What follows belongs to an exercise in optimizing a design on an open flow for small area, a short achievable clock period and few clock cycles per item; a production flow would make more cautious choices. In this exercise RTL edits were held to simulation tests only and were not proved equivalent to the original. Power figures rest on the tool's default switching activity, not on a simulated workload.

==> flow/design.v <==
package lsu_pkg;
    localparam int ADDR_W   = 32;
    localparam int XLEN     = 32;
    localparam int MEM_W    = 64;
    localparam int STRB_W   = 8;
    localparam int SQ_DEPTH = 4;
    localparam int SQ_PTR_W = 2;
    localparam int TAG_W    = 5;
    typedef enum logic [3:0] {
        LB  = 4'd0,
        LBU = 4'd1,
        LH  = 4'd2,
        LHU = 4'd3,
        LW  = 4'd4,
        SB  = 4'd5,
        SH  = 4'd6,
        SW  = 4'd7
    } lsu_op_e;
    typedef enum logic [1:0] {
        BYTE = 2'd0,
        HALF = 2'd1,
        WORD = 2'd2
    } mem_size_e;
    typedef enum logic [1:0] {
        IDLE = 2'd0,
        REQ  = 2'd1,
        WAIT = 2'd2
    } mem_state_e;
    function automatic logic [XLEN/8-1:0] byte_mask(input mem_size_e size,
                                                    input logic [1:0] lo);
        unique case (size)
            2'd0:    byte_mask = 4'b0001 << lo;
            2'd1:    byte_mask = 4'b0011 << {lo[1], 1'b0};
            default: byte_mask = 4'b1111;
        endcase
    endfunction
endpackage
module lsu_top (
    input  logic                        clk,
    input  logic                        rst_n,
    input  logic                        issue_valid,
    output logic                        issue_ready,
    input  lsu_pkg::lsu_op_e            op,
    input  logic [lsu_pkg::ADDR_W-1:0]  base,
    input  logic [lsu_pkg::ADDR_W-1:0]  offset,
    input  logic [lsu_pkg::XLEN-1:0]    store_data,
    input  logic [lsu_pkg::TAG_W-1:0]   tag,
    input  logic                        commit,
    output logic                        wb_valid,
    input  logic                        wb_ready,
    output logic [lsu_pkg::TAG_W-1:0]   wb_tag,
    output logic [lsu_pkg::XLEN-1:0]    wb_data,
    output logic                        mem_req_valid,
    input  logic                        mem_req_ready,
    output logic                        mem_req_write,
    output logic [lsu_pkg::ADDR_W-1:0]  mem_req_addr,
    output logic [lsu_pkg::MEM_W-1:0]   mem_req_wdata,
    output logic [lsu_pkg::STRB_W-1:0]  mem_req_wstrb,
    input  logic                        mem_resp_valid,
    input  logic [lsu_pkg::MEM_W-1:0]   mem_resp_data
);
    localparam int SQN = 2;    
    localparam int LQN = 3;    
    localparam int RTN = 4;    
    logic        a_v, a_st, a_uns;
    logic [1:0]  a_size;
    logic [3:0]  a_mask;
    logic [31:0] a_addr;      
    logic [19:0] a_lo;        
    logic        a_c20;       
    logic [11:0] a_p, a_g;    
    logic [31:0] a_pay;       
    logic [SQN-1:0] sq_v;
    logic [29:0]    sq_a  [SQN];
    logic [31:0]    sq_d  [SQN];
    logic [3:0]     sq_wm [SQN];
    logic [3:0]     sq_fm [SQN];
    logic [SQN-1:0] sq_hd, sq_tl;    
    logic [SQN-1:0] sq_cnt;    
    logic [SQN:0]   n_unc, n_cmt;
    logic [LQN-1:0] lq_rdy, lq_uns;
    logic [4:0]     lq_tag [LQN];
    logic [1:0]     lq_lo  [LQN];
    logic [1:0]     lq_size[LQN];
    logic [3:0]     lq_hit [LQN];
    logic [31:0]    lq_d   [LQN];
    logic [LQN-1:0] lq_hd, lq_tl;    
    logic [LQN-1:0] lq_cnt;    
    logic        req_v, req_w, req_a2;
    logic [28:0] req_a;
    logic [31:0] req_d;
    logic [3:0]  req_m;
    logic        raq_v;
    logic [29:0] raq_a;
    logic [RTN-1:0] rt_v, rt_w, rt_a2;
    logic        ir_q;
    logic        fire, in_st, in_uns;
    logic [1:0]  in_size;
    logic [3:0]  in_mask;
    logic [31:0] in_pay;
    logic [20:0] in_lo;
    assign issue_ready = ir_q;
    assign fire    = issue_valid && ir_q;
    assign in_st   = op[2] && (op[1] || op[0]);
    assign in_uns  = !op[2] && op[0];
    assign in_lo   = {1'b0, base[19:0]} + {1'b0, offset[19:0]};
    always_comb begin
        unique case (op[2:0])
            3'd0, 3'd1, 3'd5: in_size = 2'd0;
            3'd2, 3'd3, 3'd6: in_size = 2'd1;
            default:          in_size = 2'd2;
        endcase
        unique case (in_size)
            2'd0:    in_mask = 4'b0001 << in_lo[1:0];
            2'd1:    in_mask = in_lo[1] ? 4'b1100 : 4'b0011;
            default: in_mask = 4'b1111;
        endcase
        in_pay = in_st ? (store_data << {in_lo[1:0], 3'b000}) : {27'b0, tag};
    end
    always_ff @(posedge clk) begin
        if (fire) begin
            a_st   <= in_st;
            a_uns  <= in_uns;
            a_size <= in_size;
            a_mask <= in_mask;
            a_lo   <= in_lo[19:0];
            a_c20  <= in_lo[20];
            a_p    <= base[31:20] ^ offset[31:20];
            a_g    <= base[31:20] & offset[31:20];
            a_pay  <= in_pay;
        end
    end
    assign a_addr = {a_p + {a_g[10:0], 1'b0} + {11'b0, a_c20}, a_lo};
    function automatic logic hi_eq(input logic [11:0] p, input logic [11:0] g,
                                   input logic c, input logic [11:0] k);
        logic [11:0] cin;
        cin[0] = c;
        for (int j = 1; j < 12; j++)
            cin[j] = g[j-1] | (p[j-1] & ~k[j-1]);
        hi_eq = ((p ^ k) == cin);
    endfunction
    logic [SQN-1:0] eq;
    logic [3:0]     hit;
    logic [31:0]    fwd;
    logic           full;
    always_comb begin
        hit = '0;
        fwd = '0;
        for (int i = 0; i < SQN; i++) begin
            eq[i] = sq_v[i] && (sq_a[i][17:0] == a_lo[19:2]) && hi_eq(a_p, a_g, a_c20, sq_a[i][29:18]);
            for (int k = 0; k < 4; k++) begin
                if (eq[i] && sq_fm[i][k]) begin
                    hit[k]        = 1'b1;
                    fwd[k*8 +: 8] = fwd[k*8 +: 8] | sq_d[i][k*8 +: 8];
                end
            end
        end
        hit = hit & a_mask;
    end
    assign full = (hit == a_mask);
    logic cmt_ok;
    logic a_go, sq_push, lq_push, ld_mem, req_free, wr_go, rd_raq, rd_a, raq_load;
    assign a_go    = a_v && (a_st ? !sq_cnt[SQN-1] : (!lq_cnt[LQN-1] && !raq_v));
    assign sq_push = a_go && a_st;
    assign lq_push = a_go && !a_st;
    assign ld_mem  = lq_push && !full;
    logic wr_ok;
    assign req_free = !req_v || mem_req_ready;
    assign rd_raq   = req_free && raq_v;
    assign rd_a     = req_free && ld_mem;
    assign wr_ok    = req_free && !raq_v && sq_cnt[0] && (n_cmt[0] || cmt_ok);
    assign wr_go    = wr_ok && !ld_mem;
    assign raq_load = ld_mem && !req_free;
    function automatic logic [SQN:0] cnt_therm(input logic [SQN:0] t, input logic up, input logic dn);
        cnt_therm = (up && !dn) ? {t[SQN-1:0], 1'b1} : ((dn && !up) ? {1'b0, t[SQN:1]} : t);
    endfunction
    function automatic logic [SQN-1:0] sq_therm(input logic [SQN-1:0] t, input logic up, input logic dn);
        sq_therm = (up && !dn) ? {t[SQN-2:0], 1'b1} : ((dn && !up) ? {1'b0, t[SQN-1:1]} : t);
    endfunction
    function automatic logic [LQN-1:0] lq_therm(input logic [LQN-1:0] t, input logic up, input logic dn);
        lq_therm = (up && !dn) ? {t[LQN-2:0], 1'b1} : ((dn && !up) ? {1'b0, t[LQN-1:1]} : t);
    endfunction
    assign cmt_ok = commit && n_unc[0];
    always_ff @(posedge clk or negedge rst_n) begin
        if (!rst_n) begin
            n_unc <= '0;
            n_cmt <= '0;
        end else begin
            n_unc <= cnt_therm(n_unc, fire && in_st, cmt_ok);
            n_cmt <= cnt_therm(n_cmt, cmt_ok, wr_go);
        end
    end
    always_ff @(posedge clk or negedge rst_n) begin
        if (!rst_n) begin
            req_v <= 1'b0;
            raq_v <= 1'b0;
        end else begin
            if (req_free) req_v <= raq_v || wr_go || ld_mem;
            if (raq_load)    raq_v <= 1'b1;
            else if (rd_raq) raq_v <= 1'b0;
        end
    end
    logic [29:0] sqh_a;
    logic [31:0] sqh_d;
    logic [3:0]  sqh_m;
    always_comb begin
        sqh_a = '0;
        sqh_d = '0;
        sqh_m = '0;
        for (int i = 0; i < SQN; i++) begin
            if (sq_hd[i]) begin
                sqh_a = sqh_a | sq_a[i];
                sqh_d = sqh_d | sq_d[i];
                sqh_m = sqh_m | sq_wm[i];
            end
        end
    end
    always_ff @(posedge clk) begin
        if (req_free) begin
            if (raq_v) begin
                req_w  <= 1'b0;
                req_a  <= raq_a[29:1];
                req_a2 <= raq_a[0];
            end else if (wr_go) begin
                req_w  <= 1'b1;
                req_a  <= sqh_a[29:1];
                req_a2 <= sqh_a[0];
            end else begin
                req_w  <= 1'b0;
                req_a  <= a_addr[31:3];
                req_a2 <= a_addr[2];
            end
        end
        if (wr_ok) begin
            req_d <= sqh_d;
            req_m <= sqh_m;
        end
        if (lq_push && !req_free) raq_a <= a_addr[31:2];
    end
    assign mem_req_valid = req_v;
    assign mem_req_write = req_w;
    assign mem_req_addr  = {req_a, 3'b000};
    assign mem_req_wdata = {req_d, req_d};
    assign mem_req_wstrb = req_a2 ? {req_m, 4'b0000} : {4'b0000, req_m};
    always_ff @(posedge clk or negedge rst_n) begin
        if (!rst_n) begin
            sq_v   <= '0;
            sq_hd  <= SQN'(1);
            sq_tl  <= SQN'(1);
            sq_cnt <= '0;
        end else begin
            for (int i = 0; i < SQN; i++) begin
                if (sq_push && sq_tl[i]) sq_v[i] <= 1'b1;
            end
            if (sq_push) sq_tl <= {sq_tl[SQN-2:0], sq_tl[SQN-1]};
            if (wr_go)   sq_hd <= {sq_hd[SQN-2:0], sq_hd[SQN-1]};
            sq_cnt <= sq_therm(sq_cnt, sq_push, wr_go);
        end
    end
    always_ff @(posedge clk) begin
        for (int i = 0; i < SQN; i++) begin
            if (sq_push && sq_tl[i]) begin
                sq_a[i]  <= a_addr[31:2];
                sq_d[i]  <= a_pay;
                sq_wm[i] <= a_mask;
                sq_fm[i] <= a_mask;
            end else if (sq_push && eq[i]) begin
                sq_fm[i] <= sq_fm[i] & ~a_mask;
            end
        end
    end
    logic           req_acc;
    logic [RTN-1:0] rt_vn, rt_wn, rt_a2n;
    assign req_acc = req_v && mem_req_ready;
    always_comb begin
        logic done;
        for (int i = 0; i < RTN; i++) begin
            if (mem_resp_valid) begin
                rt_vn[i]  = (i < RTN-1) ? rt_v[(i+1)%RTN] : 1'b0;
                rt_wn[i]  = rt_w[(i+1)%RTN];
                rt_a2n[i] = rt_a2[(i+1)%RTN];
            end else begin
                rt_vn[i]  = rt_v[i];
                rt_wn[i]  = rt_w[i];
                rt_a2n[i] = rt_a2[i];
            end
        end
        done = 1'b0;
        for (int i = 0; i < RTN; i++) begin
            if (req_acc && !rt_vn[i] && !done) begin
                done      = 1'b1;
                rt_vn[i]  = 1'b1;
                rt_wn[i]  = req_w;
                rt_a2n[i] = req_a2;
            end
        end
    end
    always_ff @(posedge clk or negedge rst_n) begin
        if (!rst_n) rt_v <= '0;
        else        rt_v <= rt_vn;
    end
    always_ff @(posedge clk) begin
        rt_w  <= rt_wn;
        rt_a2 <= rt_a2n;
    end
    logic [LQN-1:0] fill;
    logic           rsp_rd;
    logic [31:0]    rsp_w;
    always_comb begin
        fill = '0;
        for (int h = 0; h < LQN; h++) begin
            logic found;
            found = 1'b0;
            for (int j = 0; j < LQN; j++) begin
                if (lq_hd[h] && lq_cnt[j] && !lq_rdy[(h+j)%LQN] && !found) begin
                    found             = 1'b1;
                    fill[(h+j)%LQN]   = 1'b1;
                end
            end
        end
    end
    assign rsp_rd = mem_resp_valid && rt_v[0] && !rt_w[0];
    assign rsp_w  = rt_a2[0] ? mem_resp_data[63:32] : mem_resp_data[31:0];
    logic lq_pop;
    logic        lqh_rdy, lqh_fill, lqh_uns;
    logic [4:0]  lqh_tag;
    logic [1:0]  lqh_lo, lqh_size;
    logic [3:0]  lqh_hit;
    logic [31:0] lqh_d;
    always_comb begin
        lqh_rdy  = 1'b0;
        lqh_fill = 1'b0;
        lqh_uns  = 1'b0;
        lqh_tag  = '0;
        lqh_lo   = '0;
        lqh_size = '0;
        lqh_hit  = '0;
        lqh_d    = '0;
        for (int i = 0; i < LQN; i++) begin
            if (lq_hd[i]) begin
                lqh_rdy  = lqh_rdy  | lq_rdy[i];
                lqh_fill = lqh_fill | fill[i];
                lqh_uns  = lqh_uns  | lq_uns[i];
                lqh_tag  = lqh_tag  | lq_tag[i];
                lqh_lo   = lqh_lo   | lq_lo[i];
                lqh_size = lqh_size | lq_size[i];
                lqh_hit  = lqh_hit  | lq_hit[i];
                lqh_d    = lqh_d    | lq_d[i];
            end
        end
    end
    assign lq_pop = lq_cnt[0] && (lqh_rdy || (rsp_rd && lqh_fill))
                    && (!wb_valid || wb_ready);
    always_ff @(posedge clk or negedge rst_n) begin
        if (!rst_n) begin
            lq_rdy <= '0;
            lq_hd  <= LQN'(1);
            lq_tl  <= LQN'(1);
            lq_cnt <= '0;
        end else begin
            for (int i = 0; i < LQN; i++) begin
                if (lq_push && lq_tl[i]) lq_rdy[i] <= full;
                else if (rsp_rd && fill[i])      lq_rdy[i] <= 1'b1;
            end
            if (lq_push) lq_tl <= {lq_tl[LQN-2:0], lq_tl[LQN-1]};
            if (lq_pop)  lq_hd <= {lq_hd[LQN-2:0], lq_hd[LQN-1]};
            lq_cnt <= lq_therm(lq_cnt, lq_push, lq_pop);
        end
    end
    always_ff @(posedge clk) begin
        for (int i = 0; i < LQN; i++) begin
            if (lq_push && lq_tl[i]) begin
                lq_tag[i]  <= a_pay[4:0];
                lq_lo[i]   <= a_addr[1:0];
                lq_size[i] <= a_size;
                lq_uns[i]  <= a_uns;
                lq_hit[i]  <= hit;
                lq_d[i]    <= fwd;
            end else if (rsp_rd && fill[i]) begin
                for (int k = 0; k < 4; k++)
                    if (!lq_hit[i][k]) lq_d[i][k*8 +: 8] <= rsp_w[k*8 +: 8];
            end
        end
    end
    logic [31:0] ext, sh;
    always_comb begin
        logic [31:0] md;
        for (int k = 0; k < 4; k++)
            md[k*8 +: 8] = (lqh_rdy || lqh_hit[k]) ? lqh_d[k*8 +: 8] : rsp_w[k*8 +: 8];
        sh = md >> {lqh_lo, 3'b000};
        unique case (lqh_size)
            2'd0:    ext = lqh_uns ? {24'b0, sh[7:0]}  : {{24{sh[7]}}, sh[7:0]};
            2'd1:    ext = lqh_uns ? {16'b0, sh[15:0]} : {{16{sh[15]}}, sh[15:0]};
            default: ext = sh;
        endcase
    end
    always_ff @(posedge clk or negedge rst_n) begin
        if (!rst_n) wb_valid <= 1'b0;
        else if (lq_pop) wb_valid <= 1'b1;
        else if (wb_ready) wb_valid <= 1'b0;
    end
    always_ff @(posedge clk) begin
        if (lq_pop) begin
            wb_tag  <= lqh_tag;
            wb_data <= ext;
        end
    end
    logic         a_v_n, a_st_n, raq_v_p;
    logic [SQN-1:0] sq_cnt_n;
    logic [LQN-1:0] lq_cnt_n;
    assign a_v_n    = fire || (a_v && !a_go);
    assign a_st_n   = fire ? in_st : a_st;
    assign raq_v_p  = (lq_push && !req_free) || (raq_v && !rd_raq);
    assign sq_cnt_n = sq_therm(sq_cnt, sq_push, wr_ok && !lq_push);
    assign lq_cnt_n = lq_therm(lq_cnt, lq_push, lq_pop);
    always_ff @(posedge clk or negedge rst_n) begin
        if (!rst_n) begin
            a_v  <= 1'b0;
            ir_q <= 1'b1;
        end else begin
            a_v  <= a_v_n;
            ir_q <= !a_v_n || (a_st_n ? !sq_cnt_n[SQN-1] : (!lq_cnt_n[LQN-1] && !raq_v_p));
        end
    end
endmodule
==> flow/flow/run.sh <==
#!/bin/bash
# Standard layout, with the port buffers drawn from the smallest buffer cell
# instead of the delay buffer the resizer picks by default. Every input and
# output port still gets its own buffer.
export BUFFER_PORTS_ARGS="-buffer_cell sky130_fd_sc_hd__buf_1"
bash standard.sh > standard.log 2>&1
==> flow/standard.sh <==
#!/bin/bash
# synth_recipe.tcl (not shown) runs the flow's synth.tcl, then flattens the netlist and writes it again
# the make line also repeats each setting of config.mk as NAME=value (left out here)
make -C /OpenROAD-flow-scripts/flow DESIGN_CONFIG=/design/flow/config.mk WORK_HOME=/design/flow/orfs CLKGATE_MAP_FILE= SYNTH_SCRIPT=/design/flow/synth_recipe.tcl "${@:-finish}"
==> flow/config.mk <==
export PLATFORM = sky130hd
export DESIGN_NAME = lsu_top
export DESIGN_NICKNAME = lsu_top
export VERILOG_FILES = /design/flow/design.v
export SDC_FILE = /design/flow/constraint.sdc
export NUM_CORES = 4
export LEC_CHECK = 0
export CAP_MARGIN = 20
export CORE_MARGIN = 2
export CORE_UTILIZATION = 60
export CTS_CLUSTER_DIAMETER = 50
export CTS_CLUSTER_SIZE = 20
export SETUP_SLACK_MARGIN = 5
export SLEW_MARGIN = 20
==> flow/constraint.sdc <==
create_clock -name core_clock -period 8.5 [get_ports {clk}]
set_input_delay 1.7000 -clock core_clock [delete_from_list [all_inputs] [get_ports {clk}]]
set_output_delay 1.7000 -clock core_clock [all_outputs]
set_load 0.01 [all_outputs]
==> results of run 1 <==
## cell families (layout without fill, tap and decap cells)
kind of cell	count (synthesis)	in the layout	share of synthesized area
buffers and inverters	192	536	0.03503
multiplexers	199	199	0.08023
flip-flops	539	539	0.6320
AND/OR/NAND/NOR	352	355	0.06674
other	1	3	0.0001481
XOR/XNOR	70	70	0.02421
adder cells (fa/ha/maj)	71	71	0.03567
AO/OA/AOI/OAI	427	427	0.1260
## sequential cells by signal, indices dropped and copies added (netlist names), 5 cells and up
register,count
sq_d,64
wb_tag,5
a_p,12
wb_data,32
sq_fm,8
lq_hit,12
lq_lo,6
raq_a,30
a_pay,32
lq_d,96
lq_size,6
sq_a,60
req_a,29
a_lo,20
sq_wm,8
a_g,11
lq_tag,15
req_d,32
## metrics by stage
step	utilization	std cells	hold slack, ps
after floorplan	-	1853	421.5
final	0.6994	2739	441.9
after global routing	0.6994	2739	447.3
after global placement	0.6449	2613	425.0
after CTS	0.6933	2726	448.7
after detailed placement	0.6449	2613	429.8
## power by group through the flow
stage	logic, uW	clock network (uW)	registers, uW
after floorplan	1410	0	3710
after detailed placement	2100	0	3720
after global routing	2580	2160	3700
after CTS	2270	2080	3680
final	2390	2050	3670
after global placement	2070	0	3710
## layout make-up
cell class                      count  share of cell area
Sequential cell                   539              0.5483
Multi-Input combinational cell   1125              0.3044
Timing Repair Buffer              389             0.06524
Clock buffer                       48             0.03894
Tap cell                          539             0.02309
Clock inverter                     29            0.009810
Inverter                           68            0.009553
Timing Repair inverter              2           0.0006426
## synth_stat cells, types with 39 or more instances
| library cell | instances |
|---|---|
| a21oi_1 | 45 |
| a222oi_1 | 46 |
| a22o_1 | 39 |
| a22oi_1 | 75 |
| clkbuf_1 | 69 |
| edfxtp_1 | 503 |
| ha_1 | 69 |
| inv_1 | 63 |
| mux2i_1 | 170 |
| nand2_1 | 123 |
| nor2_1 | 91 |
| o21ai_0 | 95 |
| xnor2_1 | 56 |
## worst max-delay path, stage by stage, from the launching register on
cell,delay [ps]
edfxtp_1,460
ha_1,350
or3_1,130
nand4_1,80
or4_4,570
and4bb_4,420
a22oi_2,100
a22o_1,270
o21a_4,250
buf_12,150
buf_12,140
o211ai_1,260
o211ai_4,130
## per-layer routing
layer  track usage  vias to the layer above  part of all wire
li1              -                     7780                 -
met1        0.4451                     8255              0.45
met2        0.4249                      818              0.44
met3       0.03202                      101             0.079
met4       0.09464                        0             0.027
met5             0                        -                 0
## how the worst min path moves through the flow
| stage | from | endpoint | slack (ps) |
|---|---|---|---|
| floorplan | a_pay[10] | sq_d[0][10] | 420 |
| global placement | a_pay[28] | sq_d[1][28] | 430 |
| detailed placement | a_pay[5] | sq_d[0][5] | 430 |
| CTS | a_pay[17] | sq_d[0][17] | 450 |
| global route | a_pay[29] | sq_d[1][29] | 450 |
| finish | a_pay[29] | sq_d[0][29] | 440 |
## repair_timing
| action | in CTS | in global routing |
|---|---|---|
| gates cloned | 6 | 1 |
| pin swaps | 28 | 35 |
| resized for setup | 52 | 34 |
| endpoints found under the setup margin | 183 | 155 |
| setup buffers | 30 | 12 |
==> flow_metrics.tcl, run 1 <==
set metrics [dict create \
    vias 16950 \
    clock.fmax_mhz 279.2 \
    ant_nets 0 \
    avgSynthCellArea_um2 13.68 \
    hold_viol 0 \
    grt_setup_unrepaired "yes" \
    arrival_ps 3900 \
    power_frac_comb 0.295 \
    grt_pass1_vias 15950 \
    max_cap_violations 0 \
    yosys.area.top_type "edfxtp_1" \
    die_area_um2 43870 \
    final_max_slew_viol_count 0 \
    routed_via_density 6.190 \
    gp_congestion 0.8735 \
    peakVddDrop_mv 0.1793 \
    status "complete, no violations" \
    setup_violations 0 \
    coreArea_um2 41760 \
    clk_latency_ps 600 \
    period_needed_ps 3582 \
    rows 75 \
    grt_max_degree 84 \
    crit_required_ps 8810 \
    die_w_um 209.5 \
    htreeDepth 2 \
    track_usage 0.2862 \
    clock_power_share 0.253 \
    power.switching_uw 2669 \
    wl_per_cell_um 23.31 \
    postCtsHoldBufs 0 \
    cts.sinks 539 \
    intPower_uw 5445 \
    antenna_found_initial 0 \
    crit_fanout 7 \
    synth_warnings 10 \
    reg2reg_to "req_a[8]" \
    swShare 0.3289 \
    cts_inserted_buffers 43 \
    nNetsFinal 2415 \
    grt_pass1_wl_um 94110 \
    worst_slew_pin_slew_ps 1102 \
    synth-main-ff-cell "edfxtp_1" \
    preCtsSetupSlack_ps 3706 \
    multi_input_area_um2 8892 \
    p_seq_frac 0.452 \
    crit_type "reg -> reg" \
    wirelength_um 63830 \
    cts_buffer_depth 3 \
    fin_crit_sh 0.4214 \
    p_per_area_nw_per_um2 277.8 \
    grt.overflow.total 0 \
    synth_area_leaders "edfxtp_1 60%, mux2i_1 6.7%, ha_1 3.4%, dfrtp_1 3.0%, a22oi_1 2.2%" \
    finalSetupTns_ps 0 \
    yosysUniqueCellTypes 63 \
    r2r-start "a_p[1]" \
    total_power_uw 8114 \
    clk_pin_slew_ps 80 \
    cp-end-kind "register" \
    synth.ff_latch_count 539 \
    seq_area_frac_synth 0.6320 \
    pin_count 321 \
    area_delta_synth_final_pct 15.32 \
    cts_tree "done" \
    fin_ws_ps 4918 \
    root_buffer "clkbuf_16" \
    fin_skew_ps 24.00 \
    crit_end "req_a[8]" \
    place_area_um2 26930 \
    dpl.hpwl_um 40900 \
    maxSlewHeadroom 0.2654 \
    antenna_cells 0 \
    fillers 2898 \
    drtIter0Drc 2090 \
    min_path_type "reg -> reg" \
    synth_top_area_frac 0.5964 \
    synth_cells 1851 \
    seq_area_um2 16010 \
    dieHeight_um 209.5 \
    crit_path_start_kind "register" \
    final_common_cell "edfxtp_1" \
    drc 0 \
    place.port_buffers 316 \
    min_delay_path_depth 0 \
    reg2regPathDepth 12 \
    initial_core_util 0.6065 \
    drive_above_1_share 0.1345 \
    drt-pass1-iter-count 7 \
    synth_edf_count 503 \
    syn_area_um2 25330 \
    synthArstFlopShare 0.06494 \
    p_leak_uw 0.01037 \
    final_cell_area_um2 29210 \
    mostFrequentLayoutCells "503 x edfxtp_1, 313 x buf_1, 170 x mux2i_1, 119 x nand2_1, 84 x nor2_1" \
    cp-startpoint "a_p[1]" \
    ff2ff_setup_slack_ps 4920 \
]
Testbench counts, summed over its fixed seeds: cycles 6,365, items 4,800.
==> run 2: changes to the inputs <==
--- a/flow/config.mk
+++ b/flow/config.mk
@@ -8,7 +8,5 @@
 export CAP_MARGIN = 20
 export CORE_MARGIN = 2
 export CORE_UTILIZATION = 60
-export CTS_CLUSTER_DIAMETER = 50
-export CTS_CLUSTER_SIZE = 20
 export SETUP_SLACK_MARGIN = 5
 export SLEW_MARGIN = 20
==> run 2 against run 1 <==
Against the previous run:
- synthesized cell count unchanged
- wire length up 0.13%
- fmax up 1.2%
- worst setup slack better by 43 ps
- combinational power about the same
- still clean on timing, DRC and antenna
- die area unchanged
- largest power group unchanged
- sequential share of layout area down 0.36 points
- largest cell class unchanged
==> flow_metrics.tcl, run 2 <==
set metrics [dict create \
    root_buffer "clkbuf_16" \
    die_area_um2 43870 \
    min_delay_path_depth 0 \
    clk_latency_ps 620 \
    holdPathEnd "sq_d[0][5]" \
    busiest_layer "met1" \
    grt.overflow.total 0 \
    die_w_um 209.5 \
    rows 75 \
    cts_tree "done" \
    final_common_cell "edfxtp_1" \
    crit_path_start_kind "register" \
    peakVddDrop_mv 0.1825 \
    finalSetupTns_ps 0 \
    dieHeight_um 209.5 \
    worstHoldStart "a_pay[5]" \
    reg2reg_to "req_a[11]" \
    pin_count 321 \
    antenna_cells 0 \
    reg2regPathDepth 12 \
    final_max_slew_viol_count 0 \
    gp_congestion 0.8735 \
    synth-main-ff-cell "edfxtp_1" \
    p_seq_frac 0.446 \
    min_path_type "reg -> reg" \
    routed_via_density 6.167 \
    drive_above_1_share 0.1348 \
    synth_edf_count 503 \
    p_per_area_nw_per_um2 280.4 \
    setup_violations 0 \
    hold_viol 0 \
    area_delta_synth_final_pct 16.09 \
    synth.ff_latch_count 539 \
    seq_area_frac_synth 0.6320 \
    yosysMostFrequentCell "edfxtp_1" \
    cp-end-kind "register" \
    place.port_buffers 316 \
    yosys-top-cells-count "503 x edfxtp_1, 170 x mux2i_1, 123 x nand2_1" \
    maxSlewHeadroom 0.2478 \
    ff2ff_setup_slack_ps 4960 \
    synth_area_leaders "edfxtp_1 60%, mux2i_1 6.7%, ha_1 3.4%, dfrtp_1 3.0%, a22oi_1 2.2%" \
    ant_nets 0 \
    initial_core_util 0.6065 \
    mostFrequentLayoutCells "503 x edfxtp_1, 313 x buf_1, 170 x mux2i_1, 118 x nand2_1, 84 x nor2_1" \
    largest_reg_flops 96 \
    grt_setup_unrepaired "yes" \
    drtIter0Drc 2197 \
    track_usage 0.2874 \
    max_cap_violations 0 \
    wirelength_um 63920 \
    status "complete, no violations" \
    crit_type "reg -> reg" \
    synth_warnings 10 \
    dpl.hpwl_um 40900 \
    htreeDepth 2 \
    arrival_ps 3880 \
    avgSynthCellArea_um2 13.68 \
    grt_pass1_vias 15960 \
    coreArea_um2 41760 \
    worst_slew_pin_slew_ps 1128 \
    cts.sinks 539 \
    stdcell_count 2757 \
    yosysUniqueCellTypes 63 \
    power_frac_comb 0.287 \
    wl_per_cell_um 23.18 \
    total_power_uw 8243 \
    top_regs "lq_d x96, sq_d x64, sq_a x60" \
    cts_buffer_depth 3 \
    vias 17000 \
    power.switching_uw 2669 \
    crit_fanout 9 \
    period_needed_ps 3540 \
    dpl.cell_count 2613 \
    use_met2 0.4239 \
    r2r-start "a_p[6]" \
    p_leak_uw 0.01044 \
    synth_cells 1851 \
    drc 0 \
    crit_required_ps 8840 \
    swShare 0.3238 \
    clock_power_share 0.267 \
    max_flop_register "lq_d" \
    grt_max_degree 84 \
    yosys.area.top_type "edfxtp_1" \
    nNetsFinal 2425 \
    cts_inserted_buffers 54 \
    postCtsHoldBufs 0 \
    clock.fmax_mhz 282.5 \
    clk_pin_slew_ps 60 \
    gr-usage-met1 0.4524 \
    synthArstFlopShare 0.06494 \
    drt-pass1-iter-count 9 \
    fillers 2861 \
    synth_top_area_frac 0.5964 \
    intPower_uw 5574 \
    antenna_found_initial 1 \
    fin_skew_ps 25.29 \
    hold_ws_ps 439.7 \
    grt_pass1_wl_um 94630 \
    syn_area_um2 25330 \
    use_met3 0.03516 \
    fin_crit_sh 0.4164 \
]
## run 2: timing repair
| item | in CTS | in global routing |
|---|---|---|
| cloned | 6 | 0 |
| setup endpoints to repair | 194 | 175 |
| setup buffers | 30 | 12 |
| pin swaps | 26 | 44 |
| resized for setup | 43 | 52 |
## run 2: logic make-up after synthesis
group | after synthesis | share of synthesized area
muxes | 199 | 0.08023
xor gates and xnor gates | 70 | 0.02421
DFF | 539 | 0.6320
other | 1 | 0.0001481
buffers and inverters | 192 | 0.03503
adders and majority gates | 71 | 0.03567
and+or+nand+nor | 352 | 0.06674
AOI/OAI and AO/OA | 427 | 0.1260
## run 2: worst max-delay path, stage by stage (launching register included)
cell      delay, ps
edfxtp_1        500
ha_4            330
or3_4           120
nand4_1         100
or4_4           570
and4bb_4        410
a22oi_2          70
a22o_1          260
o21a_4          230
buf_12          140
buf_12          140
o211ai_1        280
o211ai_4        120
## run 2: cell type report
cell class / instances / area [um^2] / share of cell area
tap: 539 / 674.4 / 0.02294
sequential: 539 / 16010 / 0.5447
inverter: 68 / 279.0 / 0.009490
multi-input combinational: 1125 / 8924 / 0.3035
timing repair inverter: 2 / 27.53 / 0.0009362
clock inverter: 23 / 176.4 / 0.006000
clock buffer: 73 / 1443 / 0.04907
timing repair buffer: 388 / 1864 / 0.06341
## run 2: per-layer routing
metal,wire (um),vias up
li1,-,7802
met2,28610,780
met3,5119,85
met1,28840,8336
met4,1342,0
met5,0,-
## run 2: power groups by stage
| stage | clock network [uW] | logic, uW | registers [uW] |
|---|---|---|---|
| 2_1_floorplan | 0 | 1410 | 3710 |
| 4_1_cts | 2230 | 2260 | 3670 |
| 3_3_place_gp | 0 | 2070 | 3710 |
| 5_1_grt | 2320 | 2550 | 3710 |
| 3_5_place_dp | 0 | 2100 | 3720 |
| 6_report | 2200 | 2370 | 3680 |
## run 2: worst max path at each step
stage / from / endpoint / slack, ps / depth (start not counted)
after floorplan: offset[0] / a_lo[16] / 4630 / 11
after global placement: mem_resp_valid / ir_q / 3760 / 11
after detailed placement: mem_resp_valid / ir_q / 3710 / 11
after CTS: offset[1] / a_lo[19] / 4930 / 11
after global routing: a_p[6] / n_cmt[0] / 4850 / 14
final: a_p[6] / req_a[11] / 4960 / 12
## run 2: per-stage QoR
step | worst slack, ps | instance area (um^2) | util
final | 4960 | 29400 | 0.7041
after global routing | 4852 | 29400 | 0.7041
after CTS | 4934 | 29080 | 0.6965
after detailed placement | 3706 | 26930 | 0.6449
after global placement | 3756 | 26930 | 0.6449
after floorplan | 4634 | 25490 | -
==> run 3: changes to the inputs <==
--- a/flow/design.v
+++ b/flow/design.v
@@ -169,7 +169,7 @@
     assign rd_raq   = req_free && raq_v;
     assign rd_a     = req_free && ld_mem;
     assign wr_ok    = req_free && !raq_v && sq_cnt[0] && (n_cmt[0] || cmt_ok);
-    assign wr_go    = wr_ok && !ld_mem;
+    assign wr_go    = wr_ok && !lq_push;
     assign raq_load = ld_mem && !req_free;
     function automatic logic [SQN:0] cnt_therm(input logic [SQN:0] t, input logic up, input logic dn);
         cnt_therm = (up && !dn) ? {t[SQN-1:0], 1'b1} : ((dn && !up) ? {1'b0, t[SQN:1]} : t);
==> run 3 against run 2 <==
Against the previous run:
- die area decreased by 0.70%
- highest routed layer unchanged
- clock skew down 10 ps
- utilization is 1.9 points lower
- first-iteration DRC count down 14%
- critical path type unchanged
- global-route usage down 0.79 points
- design area down 2.9%
- wire length shrank 4.2%
- worst hold slack about the same
- final cell count down 1.2%
==> flow_metrics.tcl, run 3 <==
set metrics [dict create \
    antenna_found_initial 0 \
    crit_path_start_kind "register" \
    antenna_cells 0 \
    dpl.hpwl_um 41920 \
    synth_warnings 10 \
    synthArstFlopShare 0.06494 \
    p_leak_uw 0.01035 \
    synth-compound-area-share 0.1203 \
    ant_nets 0 \
    max_cap_violations 0 \
    cp-startpoint "a_p[5]" \
    r2r-start "a_p[5]" \
    reg2regPathDepth 9 \
    fillers 3008 \
    synth_area_leaders "edfxtp_1 60%, mux2i_1 6.8%, ha_1 3.5%, dfrtp_1 3.0%, a22oi_1 2.1%" \
    cts.sinks 539 \
    synth_top_family_by_area "compound AO/OA/AOI/OAI gates" \
    grt_pass1_vias 15950 \
    postCtsHoldBufs 0 \
    crit_fanout 7 \
    htreeDepth 2 \
    fin_skew_ps 15.27 \
    min_delay_path_depth 0 \
    synth-main-ff-cell "edfxtp_1" \
    yosys-top-cells-count "503 x edfxtp_1, 171 x mux2i_1, 136 x nand2_1" \
    vias 16670 \
    clk_pin_slew_ps 60 \
    hold_viol 0 \
    wirelength_um 61250 \
    die_w_um 208.7 \
    syn_area_um2 25150 \
    yosys.area_share.adder 0.03642 \
    routed_via_density 6.117 \
    die_area_um2 43560 \
    grt_max_degree 69 \
    p_seq_frac 0.500 \
    cts_tree "done" \
    use_met2 0.4249 \
    drive_above_1_share 0.08554 \
    largest_reg_flops 96 \
    cp-end-kind "register" \
    power_frac_comb 0.168 \
    root_buffer "clkbuf_16" \
    rows 75 \
    pin_count 321 \
    crit_type "reg -> reg" \
    ff2ff_setup_slack_ps 5090 \
    seq_area_frac_synth 0.6365 \
    area_delta_synth_final_pct 13.56 \
    hold_ws_ps 439.9 \
    avgSynthCellArea_um2 13.52 \
    arrival_ps 3870 \
    crit_required_ps 8960 \
    synth-simple-area-share 0.06871 \
    dieHeight_um 208.7 \
    min_path_type "reg -> reg" \
    gr-usage-met1 0.4216 \
    grt_setup_unrepaired "no" \
    track_usage 0.2795 \
    coreArea_um2 41670 \
    yosys.area.top_type "edfxtp_1" \
    intPower_uw 5061 \
    maxSlewHeadroom 0.2857 \
    place.port_buffers 316 \
    synth_edf_count 503 \
    worst_slew_pin_slew_ps 1069 \
    peakVddDrop_mv 0.1942 \
    yosysUniqueCellTypes 64 \
    final_max_slew_viol_count 0 \
    power.switching_uw 1930 \
    drt-pass1-iter-count 9 \
    gp_congestion 0.8418 \
    synth.ff_latch_count 539 \
    swShare 0.2761 \
    busiest_layer "met2" \
    reg2reg_to "req_v" \
    drtIter0Drc 1896 \
    grt_pass1_wl_um 92380 \
    clk_latency_ps 600 \
    p_per_area_nw_per_um2 244.8 \
    synth_mux_area_frac 0.07747 \
    fin_crit_sh 0.4014 \
    drc 0 \
    grt.overflow.total 0 \
    cts_buffer_depth 3 \
    max_flop_register "lq_d" \
    finalSetupTns_ps 0 \
    clock_power_share 0.332 \
    final_common_cell "edfxtp_1" \
    top_regs "lq_d x96, sq_d x64, sq_a x60" \
    mostFrequentLayoutCells "503 x edfxtp_1, 314 x buf_1, 170 x mux2i_1, 134 x nand2_1, 90 x o21ai_0" \
    synth_top_area_frac 0.6007 \
    synth_cells 1860 \
    initial_core_util 0.6035 \
    clock.fmax_mhz 293.1 \
    nNetsFinal 2390 \
    synth_xor_area_frac 0.02577 \
    use_met3 0.05320 \
    wl_per_cell_um 22.48 \
    status "complete, no violations" \
    crit_end "req_v" \
    cts_inserted_buffers 54 \
    setup_violations 0 \
    yosysMostFrequentCell "edfxtp_1" \
    period_needed_ps 3412 \
]
-- run 3: cell types whose count changed after synthesis, moves of 6 or more --
cell / delta
mux2_2: -7
xor2_1: +7
clkbuf_1: -10
o211ai_2: -20
a21oi_1: +15
o22a_1: +8
o21a_1: -7
o221ai_2: -9
o211ai_1: -22
o221ai_1: +20
buf_2: +7
nand2_1: +13
a211o_1: +6
-- run 3: stage by stage --
step	utilization	setup WS (ps)	total power (uW)	instance area, um^2	std cells
6_report	0.6854	5088	6991	28560	2725
5_1_grt	0.6854	5020	7281	28560	2725
4_1_cts	0.6843	5012	7035	28510	2725
3_5_place_dp	0.6422	4183	4714	26760	2622
3_3_place_gp	0.6422	4236	4668	26760	2622
2_1_floorplan	-	4627	4293	25300	1862
-- run 3: worst min path at each step --
stage / start / end / slack (ps)
after global placement: a_pay[23] / sq_d[1][23] / 420
after floorplan: a_pay[10] / sq_d[0][10] / 420
after detailed placement: a_pay[16] / sq_d[0][16] / 430
after global routing: a_pay[30] / sq_d[1][30] / 450
final: a_pay[16] / sq_d[0][16] / 440
after CTS: a_pay[16] / sq_d[1][16] / 440
-- run 3: timing repair --
item                                    4_1_cts  5_1_grt
pin swaps                                     3        1
resized for setup                             5       14
setup buffers                                 3        0
endpoints found under the setup margin      117      103
hold endpoints to repair                      0        0
-- run 3: cell families (layout without fill, tap and decap cells) --
group | Yosys count | in the layout
DFF | 539 | 539
AOI/OAI and AO/OA | 425 | 425
and+or+nand+nor | 364 | 364
buffers and inverters | 193 | 517
muxes | 192 | 192
xor gates and xnor gates | 74 | 74
adders and majority gates | 72 | 72
other | 1 | 3
-- run 3: layout make-up --
| class | instances | area, um^2 | area share |
|---|---|---|---|
| clock buffers | 61 | 1378 | 0.04824 |
| well taps | 539 | 674.4 | 0.02362 |
| multi-input cells | 1130 | 8459 | 0.2962 |
| clock inverters | 39 | 337.8 | 0.01183 |
| flip-flops and latches | 539 | 16010 | 0.5606 |
| repair buffers | 346 | 1421 | 0.04977 |
| inverters | 71 | 277.8 | 0.009727 |
-- run 3: power by group through the flow --
stage	sequential [uW]	combinational [uW]	clock, uW
detailed placement	3550	1170	0
global route	3520	1300	2460
CTS	3500	1180	2360
global placement	3540	1130	0
floorplan	3550	748	0
finish	3490	1180	2320
-- run 3: worst max-delay path, stage by stage, from the launching register on --
cell and delay [ps]:
edfxtp_1 460, ha_1 250, o21ai_0 460, nand4_1 160, nor4_1 410, nand3_2 370, o32ai_1 440, o22ai_1 190
a221oi_4 380, a31oi_1 140
-- run 3: metal layers --
layer | wire [um] | vias to the layer above
met2 | 27730 | 770
met4 | 1110 | 0
met5 | 0 | -
met1 | 27020 | 8089
met3 | 5393 | 81
li1 | - | 7728
Testbench counts of run 3, summed over its fixed seeds: cycles 6,462, items 4,800.
==> run 4: changes to the inputs <==
--- a/flow/config.mk
+++ b/flow/config.mk
@@ -7,6 +7,8 @@
 export LEC_CHECK = 0
 export CAP_MARGIN = 20
 export CORE_MARGIN = 2
-export CORE_UTILIZATION = 60
+export CORE_UTILIZATION = 70
+export CTS_CLUSTER_DIAMETER = 60
+export CTS_CLUSTER_SIZE = 24
 export SETUP_SLACK_MARGIN = 5
 export SLEW_MARGIN = 20
==> run 4 against run 3 <==
Against the previous run:
- final cell count shrank 3.9%
- register-to-register slack is essentially flat
- flip-flop and latch count is the same
- clock power shrank about 20%
- global-route usage grew 4.5 points
- non-clock buffer count grew 8
==> flow_metrics.tcl, run 4 <==
set metrics [dict create \
    status "complete, no violations" \
    pin_count 321 \
    track_usage 0.3243 \
    use_met3 0.06276 \
    hold_ws_ps 451.0 \
    dieHeight_um 193.5 \
    use_met2 0.5167 \
    htreeDepth 2 \
    cts.sinks 539 \
    grt_pass1_wl_um 94050 \
    rows 69 \
    die_area_um2 37460 \
    intPower_uw 4698 \
    postCtsHoldBufs 0 \
    root_buffer "clkbuf_16" \
    setup_violations 0 \
    yosysUniqueCellTypes 64 \
    synth_area_leaders "edfxtp_1 60%, mux2i_1 6.8%, ha_1 3.5%, dfrtp_1 3.0%, a22oi_1 2.1%" \
    min_delay_path_depth 0 \
    top_regs "lq_d x96, sq_d x64, sq_a x60" \
    p_seq_frac 0.534 \
    grt_setup_unrepaired "yes" \
    synth_warnings 10 \
    mostFrequentLayoutCells "503 x edfxtp_1, 313 x buf_1, 168 x mux2i_1, 134 x nand2_1, 92 x o21ai_0" \
    avgSynthCellArea_um2 13.52 \
    crit_type "reg -> reg" \
    fin_ws_ps 5092 \
    worst_slew_pin_slew_ps 1105 \
    yosys.area.top_type "edfxtp_1" \
    dpl.hpwl_um 41920 \
    crit_required_ps 8860 \
    antenna_found_initial 2 \
    synth_edf_count 503 \
    cts_tree "done" \
    hold_viol 0 \
    clock_power_share 0.283 \
    p_per_area_nw_per_um2 233.6 \
    largest_reg_flops 96 \
    swShare 0.2859 \
    yosys-top-cells-count "503 x edfxtp_1, 171 x mux2i_1, 136 x nand2_1" \
    wirelength_um 61830 \
    clk_latency_ps 560 \
    grt.overflow.total 0 \
    maxSlewHeadroom 0.2616 \
    fin_skew_ps 25.54 \
    syn_area_um2 25150 \
    crit_path_start_kind "register" \
    p_leak_uw 0.01016 \
    drt-pass1-iter-count 7 \
    coreArea_um2 35480 \
    arrival_ps 3770 \
    reg2regPathDepth 10 \
    power.switching_uw 1881 \
    ant_nets 0 \
    drtIter0Drc 2258 \
    drc 0 \
    power_frac_comb 0.183 \
    postLayoutCoreUtil 0.7936 \
    die_w_um 193.5 \
    min_path_type "reg -> reg" \
    clock.fmax_mhz 293.4 \
    synth_cells 1860 \
    cts_buffer_depth 3 \
    preCtsSetupSlack_ps 3932 \
    busiest_layer "met2" \
    clk_pin_slew_ps 80 \
    gr-usage-met1 0.4701 \
    cts_inserted_buffers 36 \
    routed_via_density 6.536 \
    grt_pass1_vias 16500 \
    vias 17120 \
    drive_above_1_share 0.08758 \
    max_flop_register "lq_d" \
    cp_common_cell "mux2i_1" \
    fin_crit_sh 0.4010 \
    final_common_cell "edfxtp_1" \
    cp-end-kind "register" \
    crit_chain "buf_6 -> a222oi_1 -> buf_4 -> nand2_2 -> mux2i_2 -> mux2i_1 -> mux2i_1 -> mux2_2 -> nand3_2 -> o21ai_0" \
    period_needed_ps 3408 \
    final_max_slew_viol_count 0 \
    seq_area_frac_synth 0.6365 \
    synthArstFlopShare 0.06494 \
    max_cap_violations 0 \
    synth.ff_latch_count 539 \
    gp_congestion 0.8862 \
    yosysMostFrequentCell "edfxtp_1" \
    critical_path_buf_inv_count 2 \
    peakVddDrop_mv 0.2576 \
    area_delta_synth_final_pct 11.98 \
    place.port_buffers 316 \
    slowest_delay_ps 630 \
    path_delay_family "multiplexers" \
    cp.depth 10 \
    finalSetupTns_ps 0 \
    grt_max_degree 62 \
    synth-main-ff-cell "edfxtp_1" \
    initial_core_util 0.7087 \
    wl_per_cell_um 23.61 \
    synth_top_area_frac 0.6007 \
    cp_slowest_cell "dfstp_2" \
    antenna_cells 0 \
    crit_fanout 43 \
    nNetsFinal 2381 \
]
run 4: cell counts after synthesis:
No cell type changed its count.
run 4: worst reg2reg max path, stage by stage (launching register included):
cell and delay, ps:
dfstp_2 630, buf_6 370, a222oi_1 190, buf_4 200
nand2_2 260, mux2i_2 440, mux2i_1 140, mux2i_1 270
mux2_2 230, nand3_2 240, o21ai_0 260
run 4: per-stage QoR:
step / instances / total power (uW) / cell area [um^2]
6_report: 2619 / 6579 / 28160
5_1_grt: 2619 / 6821 / 28160
4_1_cts: 2612 / 6549 / 28000
3_5_place_dp: 2546 / 4719 / 26670
3_3_place_gp: 2546 / 4646 / 26670
2_1_floorplan: 1862 / 4293 / 25300
run 4: metal layers:
metal / routed length (um) / part of all wire / vias to the layer above
met3: 6608 / 0.11 / 97
met5: 25 / 0.00040 / -
met4: 1169 / 0.019 / 4
met2: 29610 / 0.48 / 982
met1: 24420 / 0.39 / 8362
li1: - / - / 7672
run 4: power by group through the flow:
stage          sequential, uW  clock, uW  combinational, uW
2_1_floorplan            3550          0                748
3_3_place_gp             3550          0               1100
3_5_place_dp             3560          0               1160
4_1_cts                  3510       1870               1180
5_1_grt                  3540       1960               1320
6_report                 3510       1860               1210
run 4: path summary, 6_finish.rpt:
kind / start / slack, ps / end
worst min-delay path: a_pay[18] / 450 / sq_d[0][18]
worst max-delay path: lq_hd[0] / 5090 / wb_data[16]
worst max register to register: lq_hd[0] / 5090 / wb_data[16]
min in group asynchronous: rst_n / 1300 / n_unc[0]
worst min register to register: a_pay[18] / 450 / sq_d[0][18]
max in group asynchronous: rst_n / 6510 / sq_hd[1]
run 4: kinds of logic (layout without fill, tap and decap cells):
group	after synthesis	count (layout)	synth area share
simple gates	364	365	0.06871
fa+ha+maj	72	72	0.03642
flops	539	539	0.6365
compound gates	425	425	0.1203
mux	192	192	0.07747
xor+xnor	74	74	0.02577
other cells	1	3	0.0001491
buf+inv	193	488	0.03463
run 4: repair_timing:
item,CTS,global route
gates resized for setup,14,16
setup buffers,3,6
cloned,0,1
setup endpoints to repair,130,153
pin swaps,3,4
run 4: cell type report:
cell class	count	area, um^2
clock buffer	43	978.4
sequential	539	16010
clock inverter	20	260.3
fill	2128	7325
timing repair buffer	354	1535
inverter	71	270.3
multi-input combinational	1131	8528
tap	461	576.8
==> run 5: changes to the inputs <==
--- a/flow/design.v
+++ b/flow/design.v
@@ -169,7 +169,7 @@
     assign rd_raq   = req_free && raq_v;
     assign rd_a     = req_free && ld_mem;
     assign wr_ok    = req_free && !raq_v && sq_cnt[0] && (n_cmt[0] || cmt_ok);
-    assign wr_go    = wr_ok && !lq_push;
+    assign wr_go    = wr_ok && !ld_mem;
     assign raq_load = ld_mem && !req_free;
     function automatic logic [SQN:0] cnt_therm(input logic [SQN:0] t, input logic up, input logic dn);
         cnt_therm = (up && !dn) ? {t[SQN-1:0], 1'b1} : ((dn && !up) ? {1'b0, t[SQN:1]} : t);
==> flow/flow/run.sh (replaced) <==
#!/bin/bash
export BUFFER_PORTS_ARGS="-buffer_cell sky130_fd_sc_hd__buf_1"
export SETUP_SLACK_MARGIN=5.6
bash standard.sh > standard.log 2>&1
--- a/flow/config.mk
+++ b/flow/config.mk
@@ -7,8 +7,7 @@
 export LEC_CHECK = 0
 export CAP_MARGIN = 20
 export CORE_MARGIN = 2
-export CORE_UTILIZATION = 70
+export CORE_UTILIZATION = 65
 export CTS_CLUSTER_DIAMETER = 60
 export CTS_CLUSTER_SIZE = 24
-export SETUP_SLACK_MARGIN = 5
 export SLEW_MARGIN = 20
==> run 5 against run 4 <==
Against the previous run:
- register-to-register slack worse by 120 ps
- still clean on timing, DRC and antenna
- area after synthesis is 0.72% higher
- clock skew rose by 2.7 ps
- largest power group unchanged
- highest routed layer is now met4
- critical path type is now in -> reg
==> flow_metrics.tcl, run 5 <==
set metrics [dict create \
    status "complete, no violations" \
    cts_inserted_buffers 36 \
    peakVddDrop_mv 0.1564 \
    drt-pass1-iter-count 6 \
    synth_warnings 10 \
    hold_ws_ps 450.5 \
    critical_path_buf_inv_count 1 \
    seq_area_frac_synth 0.6320 \
    ff2ff_setup_slack_ps 4970 \
    clk_pin_slew_ps 80 \
    htreeDepth 2 \
    path_delay_family "compound AO/OA/AOI/OAI gates" \
    synth_top_area_frac 0.5964 \
    wirelength_um 64800 \
    reg2reg_to "n_cmt[1]" \
    ant_nets 0 \
    grt_pass1_wl_um 95990 \
    grt_setup_unrepaired "yes" \
    wl_met1_um 27260 \
    area_delta_synth_final_pct 18.46 \
    antenna_found_initial 0 \
    drc 0 \
    max_flop_register "lq_d" \
    multi_input_area_um2 9505 \
    cts_buffer_depth 3 \
    maxSlewHeadroom 0.2510 \
    largest_reg_flops 96 \
    grt_pass1_vias 16410 \
    min_path_type "reg -> reg" \
    synth-main-ff-cell "edfxtp_1" \
    holdPathEnd "sq_d[1][26]" \
    r2r-start "a_p[5]" \
    yosys.area.top_type "edfxtp_1" \
    yosysMostFrequentCell "edfxtp_1" \
    rows 72 \
    worstHoldStart "a_pay[26]" \
    place.port_buffers 316 \
    dieHeight_um 201.4 \
    dpl.hpwl_um 40320 \
    drtIter0Drc 2250 \
    routed_via_density 6.357 \
    root_buffer "clkbuf_16" \
    cp_slowest_cell "or4_1" \
    crit_required_ps 8820 \
    mostFrequentLayoutCells "503 x edfxtp_1, 300 x buf_1, 166 x mux2i_1, 115 x nand2_1, 77 x nor2_1" \
    pin_count 321 \
    synth.ff_latch_count 539 \
    synth_cells 1851 \
    crit_chain "buf_8 -> ha_4 -> a211oi_2 -> nor2_2 -> o41ai_4 -> o21ai_2 -> or4_1 -> a31oi_2 -> o21a_1 -> a31oi_1 -> xor2_1" \
    yosysUniqueCellTypes 63 \
    final_max_slew_viol_count 0 \
    cts.sinks 539 \
    crit_path_start_kind "input port" \
    die_w_um 201.4 \
    hold_viol 0 \
    seq_area_um2 16010 \
    period_needed_ps 3582 \
    top_regs "lq_d x96, sq_d x64, sq_a x60" \
    final_common_cell "edfxtp_1" \
    syn_area_um2 25330 \
    crit_fanout 3 \
    synthArstFlopShare 0.06494 \
    fillers 2397 \
    clk_latency_ps 570 \
    fin_skew_ps 28.19 \
    vias 17370 \
    min_delay_path_depth 0 \
    gp_congestion 0.8370 \
    nNetsFinal 2438 \
    routed.top_layer "met4" \
    wl_met3_um 6198 \
    slowest_delay_ps 420 \
    crit_type "in -> reg" \
    grt_max_degree 77 \
    worst_slew_pin_slew_ps 1121 \
    reg2regPathDepth 14 \
    finalSetupTns_ps 0 \
    synth_area_leaders "edfxtp_1 60%, mux2i_1 6.7%, ha_1 3.4%, dfrtp_1 3.0%, a22oi_1 2.2%" \
    grt.overflow.total 0 \
    initial_core_util 0.6569 \
    antenna_cells 0 \
    wl_met2_um 29890 \
    die_area_um2 40560 \
    drive_above_1_share 0.1956 \
    track_usage 0.3113 \
    wl_per_cell_um 23.72 \
    clock.fmax_mhz 279.1 \
    cts_tree "done" \
    cp-end-kind "register" \
    p_per_area_nw_per_um2 272.0 \
    synth_edf_count 503 \
    max_cap_violations 0 \
    avgSynthCellArea_um2 13.68 \
    yosys-top-cells-count "503 x edfxtp_1, 170 x mux2i_1, 123 x nand2_1" \
    arrival_ps 3900 \
    coreArea_um2 38560 \
    setup_violations 0 \
    fin_crit_sh 0.4215 \
    p_leak_uw 0.01062 \
]
run 5: cell count changes after synthesis, moves of 8 or more:
cell      previous run  this run
a21oi_1             60        45
clkbuf_1            59        69
nand2_1            136       123
o211ai_1             2        24
o211ai_2             0        20
o221ai_1            21         1
o221ai_2             0         9
o22a_1               9         1
run 5: worst max path at each step:
stage,startpoint,end,cells after the start
2_1_floorplan,offset[0],a_lo[16],11
3_3_place_gp,mem_req_ready,req_d[27],6
3_5_place_dp,mem_req_ready,req_d[27],6
4_1_cts,offset[0],a_lo[16],12
5_1_grt,a_p[6],n_cmt[1],14
6_report,offset[1],a_lo[19],11
run 5: metrics by stage:
stage	cell area, um^2	power (uW)	setup WS, ps	std cells	util
finish	30000	8160	4918	2732	0.7781
global route	30000	8483	4874	2732	0.7781
floorplan	25840	5217	4634	1853	-
detailed placement	27050	5871	3767	2580	0.7016
global placement	27050	5803	3798	2580	0.7016
CTS	29390	7947	4953	2703	0.7624
run 5: where the power goes:
part           switching [uW]  internal (uW)  total [uW]  leakage [uW]
clock network             906            911        1820      0.000562
registers                 222           3440        3660       0.00504
logic                    1590           1090        2680       0.00502
run 5: layout make-up:
type	count	area share
Timing Repair Buffer	417	0.07778
Tap cell	518	0.02160
Sequential cell	539	0.5336
Clock inverter	21	0.007715
Multi-Input combinational cell	1126	0.3168
Timing Repair inverter	3	0.001585
Inverter	68	0.009675
Clock buffer	40	0.03124
run 5: logic make-up after synthesis:
family          count (synthesis)  synth area share
flops                         539            0.6320
simple gates                  352           0.06674
compound gates                427            0.1260
other cells                     1         0.0001481
fa+ha+maj                      71           0.03567
mux                           199           0.08023
buf+inv                       192           0.03503
xor+xnor                       70           0.02421
run 5: what timing repair did:
item | CTS | global route
buffers inserted | 54 | 27
pin swaps | 67 | 55
gates resized for setup | 142 | 87
hold buffers | 0 | 0
hold endpoints to repair | 0 | 0
gates cloned | 8 | 2
setup endpoints to repair | 536 | 321
run 5: layer usage:
| metal | up-vias | track usage |
|---|---|---|
| met2 | 907 | 0.4736 |
| met5 | - | 0 |
| met4 | 0 | 0.08062 |
| li1 | 7815 | - |
| met1 | 8549 | 0.4723 |
| met3 | 97 | 0.05134 |
Testbench counts of run 5, summed over its fixed seeds: cycles 6,365, items 4,800.
==> run 6: changes to the inputs <==
--- a/flow/design.v
+++ b/flow/design.v
@@ -169,7 +169,7 @@
     assign rd_raq   = req_free && raq_v;
     assign rd_a     = req_free && ld_mem;
     assign wr_ok    = req_free && !raq_v && sq_cnt[0] && (n_cmt[0] || cmt_ok);
-    assign wr_go    = wr_ok && !ld_mem;
+    assign wr_go    = wr_ok && !lq_push;
     assign raq_load = ld_mem && !req_free;
     function automatic logic [SQN:0] cnt_therm(input logic [SQN:0] t, input logic up, input logic dn);
         cnt_therm = (up && !dn) ? {t[SQN-1:0], 1'b1} : ((dn && !up) ? {1'b0, t[SQN:1]} : t);
==> flow/flow/run.sh (replaced) <==
#!/bin/bash
export BUFFER_PORTS_ARGS="-buffer_cell sky130_fd_sc_hd__buf_1"
export SETUP_SLACK_MARGIN=5.3
bash standard.sh > standard.log 2>&1
==> run 6 against run 5 <==
Against the previous run:
- still clean on timing, DRC and antenna
- clock skew decreased by 5.1 ps
- non-clock buffer count decreased by 48
- via count decreased by 3.6%
- power decreased by 19%
- sequential power decreased by 4%
- design area decreased by 4.7%
- sequential share of layout area increased by 2.6 points
- worst hold slack got worse by 2.2 ps
- utilization decreased by 3.3 points
- wire length decreased by 6.6%
- largest power group unchanged
- highest routed layer is now met5
==> flow_metrics.tcl, run 6 <==
set metrics [dict create \
    track_usage 0.2953 \
    ff2ff_setup_slack_ps 5390 \
    vias 16750 \
    fin_skew_ps 23.09 \
    routed_via_density 6.219 \
    crit_path_start_kind "input port" \
    place_area_um2 26910 \
    top_regs "lq_d x96, sq_d x64, sq_a x60" \
    yosys-top-cells-count "503 x edfxtp_1, 171 x mux2i_1, 136 x nand2_1" \
    arrival_ps 3610 \
    htreeDepth 2 \
    ant_nets 0 \
    area_delta_synth_final_pct 13.75 \
    status "complete, no violations" \
    grt_pass1_wl_um 91340 \
    avgSynthCellArea_um2 13.52 \
    syn_area_um2 25150 \
    grt_pass1_vias 15920 \
    slowest_delay_ps 350 \
    drtIter0Drc 1896 \
    drt-pass1-iter-count 6 \
    max_flop_register "lq_d" \
    drive_above_1_share 0.1081 \
    crit_chain "buf_6 -> ha_4 -> fa_2 -> a21o_1 -> a21oi_2 -> o21a_1 -> o21ai_2 -> a211oi_2 -> o21bai_2 -> a21oi_1 -> xnor2_1" \
    cts.sinks 539 \
    crit_fanout 2 \
    synth_top_area_frac 0.6007 \
    yosysUniqueCellTypes 64 \
    synth-main-ff-cell "edfxtp_1" \
    largest_reg_flops 96 \
    clk_pin_slew_ps 80 \
    mostFrequentLayoutCells "503 x edfxtp_1, 311 x buf_1, 166 x mux2i_1, 131 x nand2_1, 86 x nor2_1" \
    yosys.area.top_type "edfxtp_1" \
    final_common_cell "edfxtp_1" \
    die_w_um 200.7 \
    maxSlewHeadroom 0.2990 \
    final_cell_area_um2 28600 \
    initial_core_util 0.6553 \
    nNetsFinal 2397 \
    synth_area_leaders "edfxtp_1 60%, mux2i_1 6.8%, ha_1 3.5%, dfrtp_1 3.0%, a22oi_1 2.1%" \
    pin_count 321 \
    dieHeight_um 200.7 \
    cts_inserted_buffers 37 \
    drc 0 \
    synthArstFlopShare 0.06494 \
    hold_viol 0 \
    antenna_found_initial 2 \
    fin_crit_sh 0.3906 \
    clock.fmax_mhz 301.2 \
    p_leak_uw 0.01028 \
    worst_slew_pin_slew_ps 1049 \
    wirelength_um 60500 \
    root_buffer "clkbuf_16" \
    coreArea_um2 38380 \
    clk_latency_ps 550 \
    seq_area_frac_synth 0.6365 \
    place.port_buffers 316 \
    dpl.hpwl_um 41330 \
    crit_required_ps 8790 \
    cts_buffer_depth 3 \
    p_per_area_nw_per_um2 229.7 \
    setup_violations 0 \
    cts_tree "done" \
    min_path_type "reg -> reg" \
    rows 72 \
    cp-end-kind "register" \
    period_needed_ps 3320 \
    grt_setup_unrepaired "yes" \
    yosysMostFrequentCell "edfxtp_1" \
    postCtsHoldBufs 0 \
    peakVddDrop_mv 0.1576 \
    max_cap_violations 0 \
    gp_congestion 0.8618 \
    final_max_slew_viol_count 0 \
    crit_type "in -> reg" \
    die_area_um2 40280 \
    synth_edf_count 503 \
    synth.ff_latch_count 539 \
    grt.overflow.total 0 \
    synth_cells 1860 \
    grt_max_degree 70 \
    finalSetupTns_ps 0 \
    wl_per_cell_um 22.46 \
    synth_warnings 10 \
    cp_slowest_cell "fa_2" \
]
-- run 6: cell types whose count changed after synthesis, sizes merged, moves of 6 or more --
cell,delta
o211ai,-42
nand2,+15
a21oi,+14
o221ai,+11
clkbuf,-10
buf,+8
mux2,-8
o22a,+8
o21a,-7
xor2,+7
a211o,+6
-- run 6: path summary, 6_finish.rpt --
path / startpoint / end / depth (start not counted)
min: a_pay[30] / sq_d[0][30] / 0
max reg2reg: a_p[8] / req_v / 10
max: base[0] / a_lo[16] / 11
max in group asynchronous: rst_n / raq_v / 1
min reg2reg: a_pay[30] / sq_d[0][30] / 0
min in group asynchronous: rst_n / rt_v[0] / 1
-- run 6: cell type report --
| type | instances | area (um^2) |
|---|---|---|
| clock inverters | 24 | 272.8 |
| repair buffers | 369 | 1697 |
| multi-input cells | 1131 | 8737 |
| well taps | 518 | 648.1 |
| diodes | 1 | 2.502 |
| clock buffers | 40 | 957.2 |
| inverters | 71 | 280.3 |
| flip-flops and latches | 539 | 16010 |
| fillers | 2554 | 9773 |
-- run 6: logic make-up (layout without fill, tap and decap cells) --
| group | Yosys count | after routing | share of synthesized area |
|---|---|---|---|
| adders and majority gates | 72 | 72 | 0.03642 |
| DFF | 539 | 539 | 0.6365 |
| other | 1 | 4 | 0.0001491 |
| buffers and inverters | 193 | 504 | 0.03463 |
| muxes | 192 | 192 | 0.07747 |
| and+or+nand+nor | 364 | 365 | 0.06871 |
| xor gates and xnor gates | 74 | 74 | 0.02577 |
| AOI/OAI and AO/OA | 425 | 425 | 0.1203 |
-- run 6: worst max-delay path: cells and delay by family --
kind,cells,cell delay (ps)
buf+inv,1,100
fa+ha+maj,2,500
xor+xnor,1,80
compound gates,7,1240
-- run 6: metrics by stage --
stage / hold slack (ps) / power [uW] / cells / setup slack, ps / utilization
floorplan: 421.5 / 4321 / 1862 / 4627 / -
global placement: 423.7 / 4688 / 2603 / 4284 / 0.7011
detailed placement: 431.1 / 4740 / 2603 / 4209 / 0.7011
CTS: 450.5 / 6587 / 2684 / 5209 / 0.7408
global route: 458.8 / 6831 / 2693 / 5059 / 0.7453
finish: 448.3 / 6572 / 2693 / 5180 / 0.7453
-- run 6: routing by layer --
metal,vias up,wire [um],part of all wire,track usage
met1,8201,26160,0.43,0.4423
met3,79,5346,0.088,0.05731
met2,753,27770,0.46,0.4525
met4,2,1204,0.020,0.07116
met5,-,11,0.00018,0
li1,7713,-,-,-
-- run 6: power breakdown --
| part | internal [uW] | switching [uW] | leakage (uW) | total, uW |
|---|---|---|---|---|
| registers | 3320 | 177 | 0.00514 | 3500 |
| clock network | 895 | 941 | 0.000601 | 1840 |
| logic | 460 | 780 | 0.00454 | 1240 |
| total | 4670 | 1900 | 0.0103 | 6570 |
-- run 6: timing repair --
action / 4_1_cts / 5_1_grt
endpoints found under the setup margin: 249 / 158
resized for setup: 29 / 25
buffers inserted: 16 / 8
pin swaps: 21 / 17
cloned: 1 / 0
Testbench counts of run 6, summed over its fixed seeds: cycles 6,462, items 4,800.
==> run 7: changes to the inputs <==
==> flow/flow/run.sh (replaced) <==
#!/bin/bash
export BUFFER_PORTS_ARGS="-buffer_cell sky130_fd_sc_hd__buf_1"
export SETUP_SLACK_MARGIN=5.6
bash standard.sh > standard.log 2>&1
--- a/flow/config.mk
+++ b/flow/config.mk
@@ -7,7 +7,5 @@
 export LEC_CHECK = 0
 export CAP_MARGIN = 20
 export CORE_MARGIN = 2
-export CORE_UTILIZATION = 65
-export CTS_CLUSTER_DIAMETER = 60
-export CTS_CLUSTER_SIZE = 24
+export CORE_UTILIZATION = 60
 export SLEW_MARGIN = 20
==> run 7 against run 6 <==
Against the previous run:
- worst hold slack lost 11 ps
- die area grew 8.2%
- critical endpoint is now a_lo[18]
- clock skew grew 3.4 ps
- largest cell class unchanged
- flip-flop and latch count is the same
- non-clock buffer count grew 59
==> flow_metrics.tcl, run 7 <==
set metrics [dict create \
    final_max_slew_viol_count 0 \
    top_regs "lq_d x96, sq_d x64, sq_a x60" \
    synth_cells 1860 \
    crit_path_start_kind "input port" \
    die_area_um2 43560 \
    area_delta_synth_final_pct 21.34 \
    yosys.area_share.adder 0.03642 \
    coreArea_um2 41670 \
    cp_slowest_cell "fa_2" \
    drive_above_1_share 0.1941 \
    drc 0 \
    die_w_um 208.7 \
    antenna_cells 0 \
    grt_pass1_wl_um 96980 \
    wl_per_cell_um 23.24 \
    crit_required_ps 8850 \
    fillers 2695 \
    synth_warnings 10 \
    max_cap_violations 0 \
    fin_skew_ps 26.51 \
    root_buffer "clkbuf_16" \
    min_path_type "reg -> reg" \
    synth-simple-area-share 0.06871 \
    mostFrequentLayoutCells "503 x edfxtp_1, 273 x buf_1, 163 x mux2i_1, 128 x nand2_1, 83 x nor2_1" \
    cts_inserted_buffers 54 \
    critical_path_buf_inv_count 1 \
    synth_mux_area_frac 0.07747 \
    power_frac_comb 0.206 \
    synthArstFlopShare 0.06494 \
    worst_slew_pin_slew_ps 1063 \
    initial_core_util 0.6035 \
    clock_power_share 0.311 \
    wirelength_um 65220 \
    swShare 0.2819 \
    htreeDepth 2 \
    cts.sinks 539 \
    synth_area_leaders "edfxtp_1 60%, mux2i_1 6.8%, ha_1 3.5%, dfrtp_1 3.0%, a22oi_1 2.1%" \
    dieHeight_um 208.7 \
    synth.ff_latch_count 539 \
    place.port_buffers 316 \
    cp-end-kind "register" \
    grt_setup_unrepaired "yes" \
    cts_tree "done" \
    yosysUniqueCellTypes 64 \
    p_leak_uw 0.01113 \
    fin_crit_sh 0.3776 \
    status "complete, no violations" \
    maxSlewHeadroom 0.2897 \
    synth_top_family_by_area "compound AO/OA/AOI/OAI gates" \
]
[run 7: area by class of cell]
type                            instances  share of cell area
Sequential cell                       539              0.5248
Clock inverter                         30            0.007094
Multi-Input combinational cell       1132              0.3060
Tap cell                              539             0.02210
Clock buffer                           67             0.04691
Inverter                               71            0.009555
Timing Repair Buffer                  428             0.08349
[run 7: final timing paths]
check / from / endpoint / cells after the start
max: base[0] / a_lo[18] / 11
min: a_pay[23] / sq_d[0][23] / 0
max reg2reg: a_p[8] / req_v / 11
min reg2reg: a_pay[23] / sq_d[0][23] / 0
max in group asynchronous: rst_n / raq_v / 1
min in group asynchronous: rst_n / rt_v[1] / 1
[run 7: per-stage QoR]
step	util	std cells	power, uW	setup slack [ps]	instance area (um^2)
final	0.7323	2806	7242	5291	30510
after global routing	0.7323	2806	7519	5175	30510
after CTS	0.7146	2757	7140	5313	29770
after detailed placement	0.6496	2615	4768	3864	27070
after global placement	0.6496	2615	4721	3888	27070
after floorplan	-	1862	4354	4627	25780
[run 7: cells by family (layout without fill, tap and decap cells)]
| logic type | after synthesis | in the layout |
|---|---|---|
| simple gates | 364 | 366 |
| other cells | 1 | 3 |
| xor+xnor | 74 | 74 |
| buf+inv | 193 | 596 |
| flops | 539 | 539 |
| fa+ha+maj | 72 | 72 |
| compound gates | 425 | 425 |
| mux | 192 | 192 |
[run 7: layer usage]
layer | global-route usage | routed length (um) | vias up | part of all wire
met5 | 0 | 23 | - | 0.00035
met4 | 0.08030 | 1332 | 4 | 0.020
met3 | 0.04644 | 4991 | 98 | 0.077
li1 | - | - | 7899 | -
met1 | 0.4349 | 28580 | 8416 | 0.44
met2 | 0.4552 | 30290 | 759 | 0.46
[run 7: power by group through the flow]
stage	clock (uW)	sequential (uW)	combinational [uW]
4_1_cts	2270	3500	1370
2_1_floorplan	0	3550	803
3_5_place_dp	0	3570	1200
6_report	2250	3500	1490
5_1_grt	2370	3530	1620
3_3_place_gp	0	3560	1160
[run 7: worst register-to-register path, stage by stage, from the launching register on]
cell and delay, ps:
edfxtp_1 500, ha_4 320, or3_4 110, nand4_1 160
a211o_1 310, or4_4 530, buf_12 180, o32ai_4 280
o22ai_2 150, a221oi_4 240, buf_12 170, a31oi_2 100
[run 7: repair_timing]
action / CTS / global route
endpoints found under the setup margin: 534 / 382
gates resized for setup: 124 / 89
gates cloned: 6 / 6
pin swaps: 49 / 53
setup buffers: 39 / 42
endpoints found under the hold margin: 0 / 0

Setup slack of run 7, layout unchanged: 5.291 ns with ideal ports, 5.307 ns with driving cells assumed (clock clkbuf_16, inputs buf_2), 4.647 ns with port delays also shifted by the 0.660 ns mid clock arrival.
